This design comes from an exercise in tuning for a short achievable clock period and few clock cycles per item on the open sky130 flow, not from production work. The RTL was checked by simulation tests, not by an equivalence proof against the original design. The flow treats the clock pin as an ideal source, which a real chip does not have. Power and IR drop assume default switching activity.

`design/flow/config.mk`:
```
export PLATFORM = sky130hd
export DESIGN_NAME = edge_notify_backoff_logger
export DESIGN_NICKNAME = edge_notify_backoff_logger
export VERILOG_FILES = /design/flow/design.v
export SDC_FILE = /design/flow/constraint.sdc
export NUM_CORES = 4
export LEC_CHECK = 0
export ABC_CLOCK_PERIOD_IN_PS = 2500
export CAP_MARGIN = 20
export CORE_MARGIN = 2
export CORE_UTILIZATION = 52
export PLACE_DENSITY = 0.7
export SETUP_SLACK_MARGIN = 5
export SLEW_MARGIN = 20
```
`design/flow/constraint.sdc`:
```
create_clock -name core_clock -period 8.0 [get_ports {clk}]
set_input_delay 1.6000 -clock core_clock [delete_from_list [all_inputs] [get_ports {clk}]]
set_output_delay 1.6000 -clock core_clock [all_outputs]
set_load 0.01 [all_outputs]
```
`design/flow/design.v`:
```
package enbl_pkg;
	localparam int TIME_W      = 32;
	localparam int CNT_W       = 16;
	localparam int SECS_W      = 16;
	localparam int CFG_IDX_W   = 2;
	localparam int CFG_DATA_W  = 16;
	localparam int DRAIN_W     = 3;
	localparam int LOG_DEPTH_DEF = 8;
	localparam logic [SECS_W-1:0]  MIN_BACKOFF_S = 16'd30;
	localparam logic [TIME_W-1:0]  MS_PER_S      = 32'd1000;
	localparam logic [TIME_W-1:0]  DEBOUNCE_MS   = 32'd1000;
	localparam logic [TIME_W-1:0]  WRAP_LIMIT    = 32'd65536000;
	localparam logic [DRAIN_W-1:0] MAX_DRAIN     = 3'd7;
	localparam logic [CNT_W-1:0]   CNT_MAX       = 16'hFFFF;
	localparam logic [CFG_IDX_W-1:0] CFG_ENABLED         = 2'd0;
	localparam logic [CFG_IDX_W-1:0] CFG_RISING_EDGE     = 2'd1;
	localparam logic [CFG_IDX_W-1:0] CFG_BACKOFF_SECONDS = 2'd2;
	localparam logic RPT_STATUS = 1'b0;
	localparam logic RPT_ENTRY  = 1'b1;
	localparam logic [3:0] S_IDLE = 4'b0001;
	localparam logic [3:0] S_EVAL = 4'b0010;
	localparam logic [3:0] S_READ = 4'b0100;
	localparam logic [3:0] S_WAIT = 4'b1000;
endpackage
import enbl_pkg::*;
module edge_notify_backoff_logger #(
	parameter int LOG_DEPTH = LOG_DEPTH_DEF
) (
	input  logic                  clk,
	input  logic                  arst_n,
	input  logic                  tick_valid,
	output logic                  tick_ready,
	input  logic [TIME_W-1:0]     tick_time_ms,
	input  logic                  tick_pin_level,
	output logic                  report_valid,
	input  logic                  report_ready,
	output logic                  report_type,
	output logic                  report_push_request,
	output logic                  report_led_state,
	output logic                  report_backoff_ended,
	output logic [CNT_W-1:0]      report_suppressed_count,
	output logic [CNT_W-1:0]      report_overrun_total,
	output logic [TIME_W-1:0]     report_log_time,
	output logic                  report_last,
	input  logic                  cfg_we,
	input  logic [CFG_IDX_W-1:0]  cfg_index,
	input  logic [CFG_DATA_W-1:0] cfg_data
);
	localparam int IW = 3;
	localparam int WW = 26;    
	localparam int BW = 1 + 1 + 1 + 1 + CNT_W + CNT_W + TIME_W + 1;
	function automatic logic [CNT_W-1:0] sat_inc(input logic [CNT_W-1:0] v);
		sat_inc = (v == CNT_MAX) ? v : v + 1'b1;
	endfunction
	logic              en_q;
	logic              rise_q;
	logic [SECS_W-1:0] secs_q;
	logic [SECS_W-1:0] sh_q;
	logic [SECS_W+1:0] m3_q;
	logic [WW-1:0]     win_q;
	logic              prev_q, primed_q, active_q, wp_q, wet_gt_q;
	logic [TIME_W-1:0] wet_q, deb_lim_q;
	logic [CNT_W-1:0]  supp_q, ovr_q;
	logic [IW-1:0]     wr_q, rd_q, cnt_q;
	logic [TIME_W-1:0] ring_q [8];
	logic              drain_q;
	logic [IW-1:0]     dptr_q, left_q;
	logic [CNT_W-1:0]  dovr_q;
	logic              rdy_q, hv_q, sv_q;
	logic [TIME_W-1:0] h_t, s2_t;
	logic              h_p, s2_p;
	logic              acc, pop, sv_n;
	assign tick_ready = rdy_q;
	assign acc = tick_valid && rdy_q;
	always_ff @(posedge clk) begin
		if (!sv_q) begin
			s2_t <= tick_time_ms;
			s2_p <= tick_pin_level;
		end
		if (!hv_q || pop) begin
			h_t <= sv_q ? s2_t : tick_time_ms;
			h_p <= sv_q ? s2_p : tick_pin_level;
		end
	end
	always_comb begin
		if (sv_q) begin
			sv_n = !pop;
		end else begin
			sv_n = acc && hv_q && !pop;
		end
	end
	always_ff @(posedge clk or negedge arst_n) begin
		if (!arst_n) begin
			rdy_q <= 1'b0;
			hv_q  <= 1'b0;
			sv_q  <= 1'b0;
		end else begin
			sv_q  <= sv_n;
			rdy_q <= !sv_n;
			if (!hv_q || pop) begin
				hv_q <= sv_q || acc;
			end
		end
	end
	logic              p_v, p_load;
	logic [TIME_W-1:0] p_t;
	logic [16:0]       p_lo, p_tlo, p_hi0, p_hi1;
	logic [15:0]       p_thi1;
	logic              p_p, p_le_win, p_lt_win;
	always_ff @(posedge clk or negedge arst_n) begin
		if (!arst_n) begin
			p_v <= 1'b0;
		end else if (p_load) begin
			p_v <= hv_q;
		end
	end
	always_ff @(posedge clk) begin
		if (p_load) begin
			p_t      <= h_t;
			p_p      <= h_p;
			p_lo     <= {1'b0, h_t[15:0]} + {1'b0, win_q[15:0]};
			p_tlo    <= {1'b0, h_t[15:0]} + 17'(DEBOUNCE_MS);
			p_hi0    <= {1'b0, h_t[31:16]} + {7'b0, win_q[WW-1:16]};
			p_hi1    <= {1'b0, h_t[31:16]} - ~{7'b0, win_q[WW-1:16]};
			p_thi1   <= h_t[31:16] + 16'd1;
			p_le_win <= h_t <= {6'b0, win_q};
			p_lt_win <= h_t < {6'b0, win_q};
		end
	end
	logic [16:0] p_hi;
	logic [15:0] p_thi;
	always_comb begin
		p_hi  = p_lo[16] ? p_hi1 : p_hi0;
		p_thi = p_tlo[16] ? p_thi1 : p_t[31:16];
	end
	logic              r_v, r_load;
	logic [TIME_W-1:0] r_t, r_sum, r_tp1k;
	logic              r_hit, r_p, r_carry, r_le_win, r_wfb, r_gt_deb, r_ge_wet;
	logic              e_go, produce;
	logic              hit, open_win, supp_hit, wrap_fix, log_we, full;
	logic              wp1, wp2, act_or, ge_end, ended, act_n, more;
	logic [CNT_W-1:0]  supp_n, ovr1;
	logic [IW-1:0]     cnt1, rd1;
	logic              o_v, s_v, o_load;
	logic [BW-1:0]     o_d, s_d, b_d;
	assign produce = (drain_q || r_v) && !s_v;
	assign e_go    = r_v && !drain_q && !s_v;
	assign r_load  = !r_v || e_go;
	assign p_load  = !p_v || r_load;
	assign pop     = hv_q && p_load;
	logic c_deb_old, c_deb_fwd, c_wet_old, c_wet_fwd;
	logic f_prev, f_primed, f_hit, f_lt_win;
	always_comb begin
		f_prev    = (e_go && en_q) ? r_p : prev_q;
		f_primed  = (e_go && en_q) ? 1'b1 : primed_q;
		f_hit     = en_q && f_primed && (rise_q ? (p_p && !f_prev) : (!p_p && f_prev));
		f_lt_win  = p_lt_win;
		c_deb_old = p_t > deb_lim_q;
		c_deb_fwd = p_t > r_tp1k;
		c_wet_old = p_t >= wet_q;
		c_wet_fwd = p_t >= r_sum;
	end
	always_ff @(posedge clk or negedge arst_n) begin
		if (!arst_n) begin
			r_v <= 1'b0;
		end else if (r_load) begin
			r_v <= p_v;
		end
	end
	always_ff @(posedge clk) begin
		if (r_load) begin
			r_t      <= p_t;
			r_p      <= p_p;
			r_sum    <= {p_hi[15:0], p_lo[15:0]};
			r_carry  <= p_hi[16];
			r_tp1k   <= {p_thi[15:0], p_tlo[15:0]};
			r_hit    <= f_hit;
			r_le_win <= p_le_win;
			r_wfb    <= en_q && f_primed && !f_hit && f_lt_win;
			if (e_go) begin
				r_gt_deb <= hit ? c_deb_fwd : c_deb_old;
				r_ge_wet <= open_win ? c_wet_fwd : (wrap_fix || c_wet_old);
			end else begin
				r_gt_deb <= c_deb_old;
				r_ge_wet <= c_wet_old;
			end
		end
	end
	always_comb begin
		hit      = r_hit;
		open_win = hit && !active_q;
		supp_hit = hit && active_q && r_gt_deb;
		wrap_fix = r_wfb && wet_gt_q;
		log_we   = open_win || supp_hit;
		wp1    = wp_q || (open_win && r_carry);
		wp2    = wp1 && !r_le_win;
		ge_end = open_win ? r_carry : (wrap_fix || r_ge_wet);
		act_or = active_q || open_win;
		ended  = act_or && !wp2 && ge_end;
		act_n  = act_or && !ended;
		if (open_win) begin
			supp_n = '0;
		end else if (supp_hit) begin
			supp_n = sat_inc(supp_q);
		end else begin
			supp_n = supp_q;
		end
		full = log_we && (cnt_q == 3'd7);
		cnt1 = (log_we && !full) ? cnt_q + 1'b1 : cnt_q;
		rd1  = full ? rd_q + 1'b1 : rd_q;
		ovr1 = full ? sat_inc(ovr_q) : ovr_q;
		more = ended && (log_we || (cnt_q != '0));
	end
	logic cfg_en_w;
	assign cfg_en_w = cfg_we && (cfg_index == CFG_ENABLED);
	always_ff @(posedge clk or negedge arst_n) begin
		if (!arst_n) begin
			en_q      <= 1'b0;
			rise_q    <= 1'b1;
			secs_q    <= MIN_BACKOFF_S;
			prev_q    <= 1'b0;
			primed_q  <= 1'b0;
			active_q  <= 1'b0;
			wp_q      <= 1'b0;
			wet_q     <= '0;
			wet_gt_q  <= 1'b0;
			deb_lim_q <= DEBOUNCE_MS;
			supp_q    <= '0;
			ovr_q     <= '0;
			wr_q      <= '0;
			rd_q      <= '0;
			cnt_q     <= '0;
			drain_q   <= 1'b0;
			dptr_q    <= '0;
			left_q    <= '0;
			dovr_q    <= '0;
		end else begin
			if (e_go) begin
				if (hit) begin
					deb_lim_q <= r_tp1k;
				end
				if (open_win) begin
					wet_q    <= r_sum;
					wet_gt_q <= r_sum > WRAP_LIMIT;
				end else if (wrap_fix) begin
					wet_q    <= '0;
					wet_gt_q <= 1'b0;
				end
				supp_q   <= supp_n;
				if (ended) begin
					wr_q  <= '0;
					rd_q  <= '0;
					cnt_q <= '0;
					ovr_q <= '0;
				end else begin
					wr_q  <= log_we ? wr_q + 1'b1 : wr_q;
					rd_q  <= rd1;
					cnt_q <= cnt1;
					ovr_q <= ovr1;
				end
				if (more) begin
					drain_q <= 1'b1;
					dptr_q  <= rd1;
					left_q  <= cnt1;
					dovr_q  <= ovr1;
				end
			end else if (drain_q && !s_v) begin
				dptr_q <= dptr_q + 1'b1;
				left_q <= left_q - 1'b1;
				if (left_q == 3'd1) begin
					drain_q <= 1'b0;
				end
			end
			if (cfg_en_w) begin
				en_q     <= cfg_data[0];
				active_q <= 1'b0;
				wp_q     <= 1'b0;
				primed_q <= 1'b0;
			end else if (e_go) begin
				active_q <= act_n;
				wp_q     <= wp2;
				if (en_q) begin
					primed_q <= 1'b1;
					prev_q   <= r_p;
				end
			end
			if (cfg_we && (cfg_index == CFG_RISING_EDGE)) begin
				rise_q <= cfg_data[0];
			end
			if (cfg_we && (cfg_index == CFG_BACKOFF_SECONDS)) begin
				secs_q <= (cfg_data < MIN_BACKOFF_S) ? MIN_BACKOFF_S : cfg_data;
			end
		end
	end
	always_ff @(posedge clk) begin
		sh_q  <= secs_q;
		m3_q  <= {2'b0, secs_q} + {1'b0, secs_q, 1'b0};
		win_q <= {sh_q, 10'b0} - {5'b0, m3_q, 3'b0};
	end
	always_ff @(posedge clk) begin
		for (int k = 0; k < 8; k++) begin
			if (e_go && log_we && (wr_q == IW'(k))) begin
				ring_q[k] <= r_t;
			end
		end
	end
	always_comb begin
		if (drain_q) begin
			b_d = {RPT_ENTRY, 1'b0, 1'b0, 1'b1, supp_q, dovr_q, ring_q[dptr_q], (left_q == 3'd1)};
		end else begin
			b_d = {RPT_STATUS, open_win, act_n, ended, supp_n, ovr1, {TIME_W{1'b0}}, !more};
		end
	end
	assign o_load = !o_v || report_ready;
	always_ff @(posedge clk or negedge arst_n) begin
		if (!arst_n) begin
			o_v <= 1'b0;
			s_v <= 1'b0;
		end else begin
			if (o_load) begin
				o_v <= s_v || produce;
			end
			if (s_v) begin
				s_v <= !o_load;
			end else begin
				s_v <= produce && !o_load;
			end
		end
	end
	logic [BW-1:0] c_d;
	always_ff @(posedge clk) begin
		if (!s_v) begin
			s_d <= b_d;
		end
		o_d <= o_load ? (s_v ? s_d : b_d) : c_d;
	end
	always_ff @(posedge clk or negedge arst_n) begin
		if (!arst_n) begin
			c_d <= '0;
		end else if (o_load) begin
			c_d <= s_v ? s_d : b_d;
		end
	end
	assign report_valid = o_v;
	assign {report_type, report_push_request, report_led_state, report_backoff_ended,
		report_suppressed_count, report_overrun_total, report_log_time, report_last} = o_d;
endmodule
```
`design/flow/flow/run.sh`:
```
#!/bin/bash
set -euo pipefail
here=$(pwd)
bash standard.sh SETUP_SLACK_MARGIN=5.3 PRE_CTS_TCL="$here/flow/pre_cts.tcl" finish > standard_finish.log 2>&1
```
`design/flow/flow/pre_cts.tcl`:
```
# Move each flip-flop that drives an output port's buffer next to that
# buffer, then legalize the placement.
set block [ord::get_db_block]
set core [$block getCoreArea]
set cx [expr {([$core xMin] + [$core xMax]) / 2}]
set cy [expr {([$core yMin] + [$core yMax]) / 2}]
set moved 0
foreach bt [$block getBTerms] {
  if {[$bt getIoType] ne "OUTPUT"} { continue }
  set net [$bt getNet]
  if {$net eq "NULL"} { continue }
  set drv "NULL"
  foreach it [$net getITerms] {
    if {[$it isOutputSignal]} { set drv $it }
  }
  if {$drv eq "NULL"} { continue }
  set buf [$drv getInst]
  set in "NULL"
  foreach it [$buf getITerms] {
    if {[$it isInputSignal] && [$it getNet] ne "NULL"} { set in [$it getNet] }
  }
  if {$in eq "NULL"} { continue }
  set fdrv "NULL"
  foreach it [$in getITerms] {
    if {[$it isOutputSignal]} { set fdrv $it }
  }
  if {$fdrv eq "NULL"} { continue }
  set ff [$fdrv getInst]
  if {![[$ff getMaster] isSequential]} { continue }
  # only move a flop whose output feeds just this buffer and little else
  if {[llength [$in getITerms]] > 3} { continue }
  set bb [$buf getBBox]
  set bx [$bb xMin]
  set by [$bb yMin]
  # step from the buffer toward the core centre
  set dx [expr {$cx > $bx ? 1 : -1}]
  set dy [expr {$cy > $by ? 1 : -1}]
  set w [[$ff getMaster] getWidth]
  if {abs($cx - $bx) > abs($cy - $by)} {
    set nx [expr {$bx + $dx * ($w + 1000)}]
    set ny $by
  } else {
    set nx $bx
    set ny [expr {$by + $dy * 5440}]
  }
  $ff setLocation $nx $ny
  incr moved
}
puts "pre_cts: moved $moved output flip-flops next to their port buffers"
detailed_placement
```
`design/flow/standard.sh`:
```
#!/bin/bash
# synth_recipe.tcl (not shown) runs the flow's synth.tcl, then flattens the netlist and writes it again
# the make line also repeats each setting of config.mk as NAME=value (left out here)
make -C /OpenROAD-flow-scripts/flow DESIGN_CONFIG=/design/flow/config.mk WORK_HOME=/design/flow/orfs CLKGATE_MAP_FILE= SYNTH_SCRIPT=/design/flow/synth_recipe.tcl "${@:-finish}"
```
==> run summary <==
==> final cells by class <==
class | count | area, um^2
Fill cell | 5772 | 29900
Sequential cell | 953 | 25300
Multi-Input combinational cell | 1870 | 13800
Clock buffer | 130 | 2710
Timing Repair Buffer | 183 | 1740
Tap cell | 1030 | 1290
Inverter | 224 | 846
Clock inverter | 52 | 641
==> stage by stage <==
step	utilization, %	hold WS [ns]	instance area, um^2	instances
6_report	60.8	0.419	46300	4442
5_1_grt	60.8	0.425	46300	4442
4_1_cts	60.1	0.423	45800	4418
3_5_place_dp	55.7	0.408	42400	4229
3_3_place_gp	55.7	0.405	42400	4229
2_1_floorplan	-	0.373	40200	3161
==> power breakdown <==
group | leakage [uW] | total [uW] | internal, uW | switching [uW]
Sequential | 0.00952 | 8540 | 7350 | 1190
Clock | 0.00163 | 4680 | 2810 | 1870
Combinational | 0.00766 | 6500 | 2750 | 3740
==> worst register-to-register path, delay by kind of cell (launching register included) <==
| family | cells | cell delay [ns] |
|---|---|---|
| AOI/OAI and AO/OA | 1 | 0.09 |
| and+or+nand+nor | 5 | 1.24 |
| adders and majority gates | 1 | 0.41 |
| DFF | 1 | 0.59 |
==> repair_timing <==
action,CTS,global route
setup buffers,5,21
gates resized for setup,347,79
hold buffers,0,0
pin swaps,3,9
endpoints found under the setup margin,502,130
gates cloned,2,3
==> worst max-delay path by stage <==
stage | to | cells after the start | from | slack [ns]
2_1_floorplan | c_d[33]$_DFF_PN0_ | 4 | report_ready | 5.25
3_3_place_gp | left_q[2]$_DFFE_PN0P_ | 6 | r_hit$_DFFE_PP_ | 4.10
3_5_place_dp | left_q[2]$_DFFE_PN0P_ | 6 | r_hit$_DFFE_PP_ | 4.06
4_1_cts | report_valid | 1 | o_v$_DFFE_PN0N_ | 5.18
5_1_grt | report_valid | 1 | o_v$_DFFE_PN0N_ | 5.18
6_report | report_valid | 1 | o_v$_DFFE_PN0N_ | 5.22
==> routing by layer <==
metal	part of all wire (%)	GRT usage, %	vias up	wire [um]
met4	2.5	6.87	0	2200
met2	48	36.6	727	42300
li1	-	-	11900	-
met3	5.3	3.03	141	4680
met1	44	30.4	12600	38500
met5	0	0	-	0
==> layout by cell type, fill, tap and decap left out, types with 104 or more instances in the layout <==
cell,synthesis,routed
a21oi_1,126,124
clkbuf_16,0,104
dfrtp_1,216,214
dfxtp_1,227,192
edfxtp_1,499,499
ha_1,223,215
inv_1,221,221
mux2_2,166,166
nand2_1,319,315
nor2_1,126,123
o21ai_0,170,168
==> cells by family (layout without fill, tap and decap cells) <==
| logic type | Yosys count | count (layout) |
|---|---|---|
| xor gates and xnor gates | 97 | 97 |
| adders and majority gates | 227 | 227 |
| DFF | 953 | 953 |
| and+or+nand+nor | 705 | 706 |
| AOI/OAI and AO/OA | 663 | 663 |
| muxes | 177 | 177 |
| buffers and inverters | 339 | 589 |
==> sequential cells by signal, indices dropped and copies added (netlist names), 17 cells and up <==
register   count
r_tp1k        32
s2_t          32
o_d           69
p_hi1         17
c_d           69
r_t           29
wet_q         32
r_sum         29
deb_lim_q     32
p_tlo         17
h_t           32
p_t           29
m3_q          18
ring_q       256
win_q         23
p_hi0         17
s_d           69
==> flow_summary.json <==
{
  "powerDensity_mw_per_mm2": 426,
  "synth.most_common_cell": "edfxtp_1",
  "postRouteAntennaNets": 0,
  "ys_top_cells_by_area": "edfxtp_1 37%, dfrtp_1 13%, dfxtp_1 11%, ha_1 7.0%, mux2_2 4.7%",
  "antenna_cells": 0,
  "rsz0062_at_grt": "yes",
  "clk_latency_ns": 0.65,
  "synthDominantCellAreaShare_pct": 37.3,
  "core_area_mm2": 0.0762,
  "hold_viol_final": 0,
  "cts_tree": "done",
  "initial_core_util_pct": 52.7,
  "min_period_ns": 2.78,
  "grt_pass1_vias": 25400,
  "irDropWorstVdd_mv": 0.259,
  "synthFlopType": "edfxtp_1",
  "clkTransAtPathRegs_ns": 0.06,
  "hold_class": "flop to flop",
  "synth_mux_area_share_pct": 4.93,
  "holdPathEnd": "r_tp1k[12]$_DFFE_PP_",
  "drv_slew": 0,
  "synth_cell_type_count": 98,
  "holdCritStartpoint": "p_tlo[12]$_DFFE_PN_",
  "die_h_um": 282,
  "wire_per_inst_um": 19.7,
  "syn_area_per_cell_um2": 12.7,
  "skew_ns": 0.0218,
  "syn2layout_area_growth_pct": 15.3,
  "async_reset_ff_share_pct": 23.8,
  "synth_top_family_by_area": "compound AO/OA/AOI/OAI gates",
  "worst_slack_ns": 5.22,
  "max_slew_margin_pct": 37.5,
  "syn_nets": 3444,
  "setup_tns_ns": 0,
  "synthSimpleGateAreaFrac_pct": 8.36,
  "tightest_slew_ns": 0.937,
  "required_ns": 6.40,
  "antenna_found_initial": 0,
  "path_delay_family": "flip-flops",
  "p_total_uw": 19700,
  "wirelength_um": 87700,
  "crit_path_cell_trace": "buf_2",
  "critPathArrivalTime_ns": 1.18,
  "die-area_mm2": 0.0794,
  "row_count": 101,
  "gp_congestion": 0.919,
  "ys_ff_latch": 953,
  "max_freq_mhz": 360,
  "io_pins": 127,
  "endpoint_kind": "output pin",
  "place_hpwl_um": 57700,
  "worstSetupPathType": "flop to output pin",
  "dr_total_vias": 25300,
  "pre_cts_slack_ns": 4.06,
  "synth_edf_count": 499,
  "setup_violations": 0,
  "drtPass1Iterations": 7,
  "syn_area_mm2": 0.0401,
  "hold_depth": 0,
  "rr_startpoint": "p_t[27]$_DFFE_PN_",
  "yosysSeqAreaShare_pct": 62.8,
  "r2r_slack_ns": 5.32,
  "yosysTopAreaCell": "edfxtp_1",
  "vias_per_cell": 5.71,
  "status": "finished clean",
  "clock-sinks": 953,
  "synth_fa_ha_area_share_pct": 7.15,
  "drc": 0,
  "die_width_um": 282,
  "yosys_warnings": 2,
  "synth-compound-area-share_pct": 11.2,
  "cpPeakStageDelay_ns": 0.38,
  "syn_inst": 3161,
  "ff2ff_path_depth": 7,
  "critPathMaxFanout": 2,
  "grt_pass1_wl_um": 139000,
  "synthXorXnorAreaFrac_pct": 2.12,
  "slowest_stage": "dfrtp_1",
  "grt_max_degree": 163,
  "drive_gt1_share_pct": 16.6,
  "final_net_count": 3612,
  "io_buffers": 126,
  "synthTopCellsByCount": "499 x edfxtp_1, 319 x nand2_1, 227 x dfxtp_1",
  "cellLeakagePower_uw": 0.0188,
  "drt_first_iter_violations": 2131,
  "grtUsageTotal_pct": 22.1,
  "reg2reg_to": "r_gt_deb$_DFFE_PP_",
  "cp_num_buf_inv": 1,
  "final.period_utilization_pct": 34.7,
  "cp-start-kind": "flop",
  "cap_violations": 0,
  "overflow": 0,
  "cts_buffers": 97
}
Testbench counts, summed over its fixed seeds: cycles 5,991, ticks 4,800.

port drivers added, routing unchanged:
The results above use ideal ports. As a check the final layout listed here was re-extracted and re-timed, cells and wires unchanged. Step 1 assumes that a clkbuf_16 drives the clock port and a buf_2 every other input. Step 2 times the ports against the registers' clock, not the clock port: input delays grow and output delays shrink by t, the midpoint of the rising clock arrivals with the driver on. Slacks: no drivers / after step 1 / after step 2; pairs: no drivers / after step 1.
shift t [ns]: 0.706
setup slack, ns: 5.221 / 5.152 / 4.694
worst setup path after step 2: input to register
pins driven straight from the clock port: 1
After both steps this run still meets setup and hold. For this run, drivers alone change the setup slack by -0.069 ns; drivers and shift together by -0.527 ns.
